Background: an optimization exercise with open tools, aiming at a short achievable clock period and few clock cycles per item. Do not read the settings as production practice. RTL that was checked went through simulation tests only; none was proved equivalent to the original. No activity file was given, so power comes from the tool's default toggle rates.

==> flow/design.v <==
package gpio_bus_pkg;
	localparam int ADDR_W        = 32;
	localparam int DATA_W        = 32;
	localparam int BYTE_OFFSET_W = 2;                    
	typedef logic [ADDR_W-1:0] addr_t;                   
	typedef logic [DATA_W-1:0] data_t;                   
	localparam int WORD_COUNT = 8;                       
	typedef logic [$clog2(WORD_COUNT)-1:0] word_index_t;
	typedef logic [WORD_COUNT*DATA_W-1:0]  gpio_vec_t;   
	localparam addr_t GPO_BASE = 32'h0100_0000;          
	localparam addr_t GPI_BASE = 32'h0100_0020;          
	localparam addr_t BANK_BYTES = addr_t'(WORD_COUNT * (DATA_W / 8));
	typedef enum logic [1:0] {
		REGION_GPO,
		REGION_GPI,
		REGION_NONE                                      
	} region_t;
	typedef logic [1:0] wait_count_t;
	localparam wait_count_t WRITE_WAIT = 2'd2;
	localparam wait_count_t READ_WAIT  = 2'd3;
	localparam int WRITE_GROUPS = 4;
endpackage
module gpio_nor2 (input logic a, b, output logic y);
	assign y = !(a || b);
endmodule
module gpio_nor3 (input logic a, b, c, output logic y);
	assign y = !(a || b || c);
endmodule
module gpio_nor4 (input logic a, b, c, d, output logic y);
	assign y = !(a || b || c || d);
endmodule
module gpio_nand2 (input logic a, b, output logic y);
	assign y = !(a && b);
endmodule
module gpio_nand3 (input logic a, b, c, output logic y);
	assign y = !(a && b && c);
endmodule
module gpio_nand4 (input logic a, b, c, d, output logic y);
	assign y = !(a && b && c && d);
endmodule
module gpio_inv (input logic a, output logic y);
	assign y = !a;
endmodule
module gpio_addr_decode (
	input  gpio_bus_pkg::addr_t                 addr,
	input  logic                                valid,
	input  logic                                rnw,
	input  logic                                ready,        
	output logic [gpio_bus_pkg::WORD_COUNT-1:0] write_hit,    
	output logic [gpio_bus_pkg::WORD_COUNT*gpio_bus_pkg::WRITE_GROUPS-1:0] write_en_n,  
	output logic                                accept,       
	output logic [gpio_bus_pkg::WRITE_GROUPS-1:0] read_ok,    
	output logic                                bus_error,    
	output logic [3:0]                          read_index    
);
	logic [26:0] zero_in;
	logic [8:0]  write_zero;                             
	logic [8:0]  read_zero;
	logic [1:0]  write_base_n;                           
	logic [1:0]  read_base_n;
	logic        write_z;                                
	logic        read_z;                                 
	logic        write_n;                                
	logic        read_n;                                 
	logic        write_ok;                               
	logic [gpio_bus_pkg::WRITE_GROUPS-1:0] write_ok_g;  
	logic [2:0]  index_n;                                
	logic [gpio_bus_pkg::WORD_COUNT-1:0] word_n;         
	logic [gpio_bus_pkg::WORD_COUNT-1:0] word_ok;        
	assign zero_in = {addr[31:25], addr[23:6], addr[1:0]};
	for (genvar k = 0; k < 9; k++) begin : g_zero
		gpio_nor3 u_wnor (.a(zero_in[3*k]), .b(zero_in[3*k+1]), .c(zero_in[3*k+2]), .y(write_zero[k]));
		gpio_nor3 u_rnor (.a(zero_in[3*k]), .b(zero_in[3*k+1]), .c(zero_in[3*k+2]), .y(read_zero[k]));
	end
	gpio_nand4 u_wbase0 (.a(write_zero[0]), .b(write_zero[1]), .c(write_zero[2]), .d(write_zero[3]), .y(write_base_n[0]));
	gpio_nand4 u_wbase1 (.a(write_zero[4]), .b(write_zero[5]), .c(write_zero[6]), .d(write_zero[7]), .y(write_base_n[1]));
	gpio_nand4 u_rbase0 (.a(read_zero[0]),  .b(read_zero[1]),  .c(read_zero[2]),  .d(read_zero[3]),  .y(read_base_n[0]));
	gpio_nand4 u_rbase1 (.a(read_zero[4]),  .b(read_zero[5]),  .c(read_zero[6]),  .d(read_zero[7]),  .y(read_base_n[1]));
	gpio_nor3  u_wz    (.a(ready), .b(rnw), .c(addr[5]), .y(write_z));
	gpio_nand4 u_wn    (.a(write_zero[8]), .b(write_z), .c(valid), .d(addr[24]), .y(write_n));
	gpio_nor3  u_write (.a(write_base_n[0]), .b(write_base_n[1]), .c(write_n), .y(write_ok));
	for (genvar g = 0; g < gpio_bus_pkg::WRITE_GROUPS; g++) begin : g_write
		gpio_nor3 u_write_g (.a(write_base_n[0]), .b(write_base_n[1]), .c(write_n), .y(write_ok_g[g]));
	end
	assign read_z = rnw && !ready;
	gpio_nand4 u_rn    (.a(read_zero[8]), .b(read_z), .c(valid), .d(addr[24]), .y(read_n));
	for (genvar k = 0; k < 3; k++) begin : g_index
		gpio_inv u_inv (.a(addr[2+k]), .y(index_n[k]));
	end
	for (genvar i = 0; i < gpio_bus_pkg::WORD_COUNT; i++) begin : g_word
		gpio_nand3 u_sel (
			.a (((i / 1) % 2 == 1) ? addr[2] : index_n[0]),
			.b (((i / 2) % 2 == 1) ? addr[3] : index_n[1]),
			.c (((i / 4) % 2 == 1) ? addr[4] : index_n[2]),
			.y (word_n[i])
		);
		gpio_inv u_ok (.a(word_n[i]), .y(word_ok[i]));
		assign write_hit[i] = write_ok && word_ok[i];
		for (genvar g = 0; g < gpio_bus_pkg::WRITE_GROUPS; g++) begin : g_group
			gpio_nand2 u_en (.a(write_ok_g[g]), .b(word_ok[i]), .y(write_en_n[i*gpio_bus_pkg::WRITE_GROUPS+g]));
		end
	end
	for (genvar g = 0; g < gpio_bus_pkg::WRITE_GROUPS; g++) begin : g_read
		gpio_nor3 u_read (.a(read_base_n[0]), .b(read_base_n[1]), .c(read_n), .y(read_ok[g]));
	end
	assign accept     = valid && !ready;
	assign bus_error  = (addr[31:6] != gpio_bus_pkg::GPO_BASE[31:6]) || (addr[1:0] != 2'b00) || (!rnw && addr[5]);  
	assign read_index = addr[5:2];
endmodule
module bus_wait_timer (
	input  logic BUS,
	input  logic reset,
	input  logic accept,
	output logic ready
);
	always_ff @(posedge BUS) begin
		if (reset) begin
			ready <= 1'b0;
		end
		else begin
			ready <= accept;                             
		end
	end
endmodule
module gpo_register_bank (
	input  logic                                  BUS,
	input  logic                                  reset,
	input  logic [gpio_bus_pkg::WORD_COUNT-1:0]   write_hit,
	input  logic [gpio_bus_pkg::WORD_COUNT*gpio_bus_pkg::WRITE_GROUPS-1:0] write_en_n,  
	input  gpio_bus_pkg::data_t                   write_data,
	output gpio_bus_pkg::gpio_vec_t               gp_op,
	output logic [gpio_bus_pkg::WORD_COUNT-1:0]   gp_op_valid
);
	localparam int GROUP_W = gpio_bus_pkg::DATA_W / gpio_bus_pkg::WRITE_GROUPS;
	always_ff @(posedge BUS) begin
		if (reset) begin
			gp_op       <= '0;
			gp_op_valid <= '0;
		end
		else begin
			gp_op_valid <= write_hit;                    
			for (int i = 0; i < gpio_bus_pkg::WORD_COUNT; i++) begin
				for (int g = 0; g < gpio_bus_pkg::WRITE_GROUPS; g++) begin
					if (!write_en_n[i*gpio_bus_pkg::WRITE_GROUPS+g]) begin
						gp_op[i*gpio_bus_pkg::DATA_W+g*GROUP_W +: GROUP_W] <= write_data[g*GROUP_W +: GROUP_W];
					end
				end
			end
		end
	end
endmodule
module bus_response_regs (
	input  logic                                BUS,
	input  logic                                reset,
	input  logic                                accept,
	input  logic [gpio_bus_pkg::WRITE_GROUPS-1:0] read_ok,    
	input  logic                                bus_error,
	input  logic [3:0]                          read_index,    
	input  gpio_bus_pkg::gpio_vec_t             gp_op,
	input  gpio_bus_pkg::gpio_vec_t             gp_ip,
	output gpio_bus_pkg::data_t                 read_data,
	output logic                                error
);
	logic [2*gpio_bus_pkg::WORD_COUNT*gpio_bus_pkg::DATA_W-1:0] all_words;
	gpio_bus_pkg::data_t read_sel;
	assign all_words = {gp_ip, gp_op};
	gpio_read_mux u_mux (
		.read_index (read_index),
		.words      (all_words),
		.read_sel   (read_sel)
	);
	localparam int GROUP_W = gpio_bus_pkg::DATA_W / gpio_bus_pkg::WRITE_GROUPS;
	always_ff @(posedge BUS) begin
		if (reset) begin
			read_data <= '0;
			error     <= 1'b0;
		end
		else begin
			if (accept) begin
				error <= bus_error;                      
			end
			for (int g = 0; g < gpio_bus_pkg::WRITE_GROUPS; g++) begin
				if (read_ok[g]) begin
					read_data[g*GROUP_W +: GROUP_W] <= read_sel[g*GROUP_W +: GROUP_W];
				end
			end
		end
	end
endmodule
module gpio_read_mux (
	input  logic [3:0]                                              read_index,
	input  logic [2*gpio_bus_pkg::WORD_COUNT*gpio_bus_pkg::DATA_W-1:0] words,
	output gpio_bus_pkg::data_t                                     read_sel
);
	always_comb begin
		read_sel = '0;
		for (int k = 0; k < 2*gpio_bus_pkg::WORD_COUNT; k++) begin
			read_sel = read_sel
				| ({gpio_bus_pkg::DATA_W{read_index == k[3:0]}} & words[k*gpio_bus_pkg::DATA_W +: gpio_bus_pkg::DATA_W]);
		end
	end
endmodule
module gpio_bus_slave (
	input  logic                                BUS,
	input  logic                                reset,
	input  logic                                valid,
	input  logic                                rnw,
	input  gpio_bus_pkg::addr_t                 addr,
	input  gpio_bus_pkg::data_t                 write_data,
	input  gpio_bus_pkg::gpio_vec_t             gp_ip,
	output logic                                ready,
	output logic                                error,
	output gpio_bus_pkg::data_t                 read_data,
	output gpio_bus_pkg::gpio_vec_t             gp_op,
	output logic [gpio_bus_pkg::WORD_COUNT-1:0] gp_op_valid
);
	logic [gpio_bus_pkg::WORD_COUNT-1:0] write_hit;      
	logic [gpio_bus_pkg::WORD_COUNT*gpio_bus_pkg::WRITE_GROUPS-1:0] write_en_n;
	logic                                accept;         
	logic [gpio_bus_pkg::WRITE_GROUPS-1:0] read_ok;
	logic                                bus_error;
	logic [3:0]                          read_index;
	gpio_addr_decode u_decode (
		.addr       (addr),
		.valid      (valid),
		.rnw        (rnw),
		.ready      (ready),
		.write_hit  (write_hit),
		.write_en_n (write_en_n),
		.accept     (accept),
		.read_ok    (read_ok),
		.bus_error  (bus_error),
		.read_index (read_index)
	);
	bus_wait_timer u_timer (
		.BUS    (BUS),
		.reset  (reset),
		.accept (accept),
		.ready  (ready)
	);
	gpo_register_bank u_gpo (
		.BUS         (BUS),
		.reset       (reset),
		.write_hit   (write_hit),
		.write_en_n  (write_en_n),
		.write_data  (write_data),
		.gp_op       (gp_op),
		.gp_op_valid (gp_op_valid)
	);
	bus_response_regs u_resp (
		.BUS        (BUS),
		.reset      (reset),
		.accept     (accept),
		.read_ok    (read_ok),
		.bus_error  (bus_error),
		.read_index (read_index),
		.gp_op      (gp_op),
		.gp_ip      (gp_ip),
		.read_data  (read_data),
		.error      (error)
	);
endmodule
Settings: LEC_CHECK=0, CAP_MARGIN=20, CORE_MARGIN=2, CORE_UTILIZATION=40, SETUP_SLACK_MARGIN=2.6, SLEW_MARGIN=20, SYNTH_HIERARCHICAL=1, SYNTH_MINIMUM_KEEP_SIZE=0; clock period 4.0 ns.
run.sh (not shown) runs the stock make flow with config.mk's settings and CLKGATE_MAP_FILE= SYNTH_SCRIPT=/design/flow/synth_recipe.tcl, a recipe that flattens the netlist after the stock synthesis.
The first run ran to the end with no violations.
Testbench counts at the start, summed over its fixed seeds: cycles 9,600, items 4,800.
Then changed:
--- a/flow/design.v
+++ b/flow/design.v
@@ -29,6 +29,9 @@
 module gpio_nor4 (input logic a, b, c, d, output logic y);
 	assign y = !(a || b || c || d);
 endmodule
+module gpio_mux2i (input logic s, a0, a1, output logic y);
+	assign y = !(s ? a1 : a0);
+endmodule
 module gpio_nand2 (input logic a, b, output logic y);
 	assign y = !(a && b);
 endmodule
@@ -63,7 +66,6 @@
 	logic        write_n;                                
 	logic        read_n;                                 
 	logic        write_ok;                               
-	logic [gpio_bus_pkg::WRITE_GROUPS-1:0] write_ok_g;  
 	logic [2:0]  index_n;                                
 	logic [gpio_bus_pkg::WORD_COUNT-1:0] word_n;         
 	logic [gpio_bus_pkg::WORD_COUNT-1:0] word_ok;        
@@ -79,9 +81,6 @@
 	gpio_nor3  u_wz    (.a(ready), .b(rnw), .c(addr[5]), .y(write_z));
 	gpio_nand4 u_wn    (.a(write_zero[8]), .b(write_z), .c(valid), .d(addr[24]), .y(write_n));
 	gpio_nor3  u_write (.a(write_base_n[0]), .b(write_base_n[1]), .c(write_n), .y(write_ok));
-	for (genvar g = 0; g < gpio_bus_pkg::WRITE_GROUPS; g++) begin : g_write
-		gpio_nor3 u_write_g (.a(write_base_n[0]), .b(write_base_n[1]), .c(write_n), .y(write_ok_g[g]));
-	end
 	assign read_z = rnw && !ready;
 	gpio_nand4 u_rn    (.a(read_zero[8]), .b(read_z), .c(valid), .d(addr[24]), .y(read_n));
 	for (genvar k = 0; k < 3; k++) begin : g_index
@@ -97,7 +96,7 @@
 		gpio_inv u_ok (.a(word_n[i]), .y(word_ok[i]));
 		assign write_hit[i] = write_ok && word_ok[i];
 		for (genvar g = 0; g < gpio_bus_pkg::WRITE_GROUPS; g++) begin : g_group
-			gpio_nand2 u_en (.a(write_ok_g[g]), .b(word_ok[i]), .y(write_en_n[i*gpio_bus_pkg::WRITE_GROUPS+g]));
+			gpio_nand2 u_en (.a(write_ok), .b(word_ok[i]), .y(write_en_n[i*gpio_bus_pkg::WRITE_GROUPS+g]));
 		end
 	end
 	for (genvar g = 0; g < gpio_bus_pkg::WRITE_GROUPS; g++) begin : g_read
@@ -132,20 +131,32 @@
 	output logic [gpio_bus_pkg::WORD_COUNT-1:0]   gp_op_valid
 );
 	localparam int GROUP_W = gpio_bus_pkg::DATA_W / gpio_bus_pkg::WRITE_GROUPS;
+	localparam int GROUPS  = gpio_bus_pkg::WORD_COUNT * gpio_bus_pkg::WRITE_GROUPS;
+	gpio_bus_pkg::gpio_vec_t data_n;                     
+	gpio_bus_pkg::gpio_vec_t data;                       
+	gpio_bus_pkg::gpio_vec_t data_n_next;
+	logic [GROUPS-1:0]       cleared;                    
+	for (genvar b = 0; b < gpio_bus_pkg::WORD_COUNT*gpio_bus_pkg::DATA_W; b++) begin : g_bit
+		gpio_inv   u_true (.a(data_n[b]), .y(data[b]));
+		gpio_mux2i u_next (
+			.s  (write_en_n[b / GROUP_W]),               
+			.a0 (write_data[b % gpio_bus_pkg::DATA_W]),
+			.a1 (data[b]),
+			.y  (data_n_next[b])
+		);
+		gpio_nor2  u_out  (.a(data_n[b]), .b(cleared[b / GROUP_W]), .y(gp_op[b]));
+	end
+	always_ff @(posedge BUS) begin
+		data_n <= data_n_next;
+	end
 	always_ff @(posedge BUS) begin
 		if (reset) begin
-			gp_op       <= '0;
+			cleared     <= '1;
 			gp_op_valid <= '0;
 		end
 		else begin
+			cleared     <= cleared & write_en_n;         
 			gp_op_valid <= write_hit;                    
-			for (int i = 0; i < gpio_bus_pkg::WORD_COUNT; i++) begin
-				for (int g = 0; g < gpio_bus_pkg::WRITE_GROUPS; g++) begin
-					if (!write_en_n[i*gpio_bus_pkg::WRITE_GROUPS+g]) begin
-						gp_op[i*gpio_bus_pkg::DATA_W+g*GROUP_W +: GROUP_W] <= write_data[g*GROUP_W +: GROUP_W];
-					end
-				end
-			end
 		end
 	end
 endmodule
The new run passed the timing, DRC and antenna checks. Setup slack gets worse by 410 ps. Area after synthesis goes up by a little under a tenth. Clock skew grows by 12 ps. Wire length grows by a quarter to a third. Combinational power is higher by about a fifth. Global-route usage came out higher by 5.5 points. Power rose by roughly a tenth. Final area increases by about a fifth. Maximum frequency went down by about a fifth. Register-to-register slack loses 350 ps. Die area goes up by a little under a tenth. Hold slack loses 30 ps. Synthesized cell count rose by about a fifth.
For the second run of this note, only the layout was checked, not whether the RTL still works.

* * *

gpio_bus_slave, a different RTL version from the one above (not shown whole).
Size in the first run: roughly 1,800 cells after synthesis, ~620 I/O pins, about 17,000 sq um of cells after synthesis.
Settings: LEC_CHECK=0, CAP_MARGIN=20, CORE_MARGIN=2, CORE_UTILIZATION=40, SETUP_SLACK_MARGIN=2.6, SLEW_MARGIN=20, SYNTH_HIERARCHICAL=1, SYNTH_MINIMUM_KEEP_SIZE=0; clock period 4.0 ns.
Testbench counts at the start, summed over its fixed seeds: cycles 9,600, items 4,800.
==> next run, changes <==
--- a/flow/design.v
+++ b/flow/design.v
@@ -17,9 +17,9 @@
 	} region_t;
 	typedef logic [1:0] wait_count_t;
 	localparam wait_count_t WRITE_WAIT = 2'd2;
 	localparam wait_count_t READ_WAIT  = 2'd3;
-	localparam int WRITE_GROUPS = 8;
+	localparam int WRITE_GROUPS = 4;
 endpackage
 module gpio_nor2 (input logic a, b, output logic y);
 	assign y = !(a || b);
 endmodule
What happened: Fmax goes down by about 2.2%; sequential cell count is unchanged; utilization goes down by 0.17 points; total power goes up by about 0.33%; worst hold slack gets better by 4.3 ps; final cell count goes down by 5.5%; setup slack gets worse by 41 ps; cell area goes down by about 5.4%; global-route usage goes down by 0.25 points; area after synthesis goes down by 5.4%; first-iteration DRC count goes down by about 5%.
Testbench counts after the change, summed over its fixed seeds: cycles 9,600, items 4,800.

[static timing again, ports no longer ideal]
How much do the figures lean on ideal ports? The routed layouts below were timed once more, with nothing changed but the port constraints.
Step 1 assumes that a clkbuf_16 drives the clock port and a buf_2 every other input.
Step 2 also shifts input and output timing later by t, the mid clock arrival at the registers, as if the neighbouring blocks saw the same clock.
a / b / c = ideal ports / drivers / drivers and shift; a / b = the first two.
run | shift t [ns] | setup WS [ns] | hold WS [ns] | worst register clock-pin slew, ns | cell pins on the clock port's net
the first run of note 1 | 0.569 | 2.028 / 1.912 / 1.342 | 0.503 / 0.503 / 0.503 | 0.06 / 0.06 | 1
the second run of note 1 | 0.590 | 1.618 / 1.634 / 1.044 | 0.473 / 0.473 / 0.473 | 0.07 / 0.07 | 1
the first run of note 2 | 0.575 | 2.172 / 1.991 / 1.417 | 0.496 / 0.496 / 0.496 | 0.07 / 0.07 | 1
the second run of note 2 | 0.568 | 2.131 / 2.031 / 1.463 | 0.501 / 0.501 / 0.501 | 0.06 / 0.06 | 1
After both steps setup and hold are still met in every run listed. For the first run of note 2, which loses most, drivers alone change the setup slack by -0.181 ns; drivers and shift together by -0.755 ns.
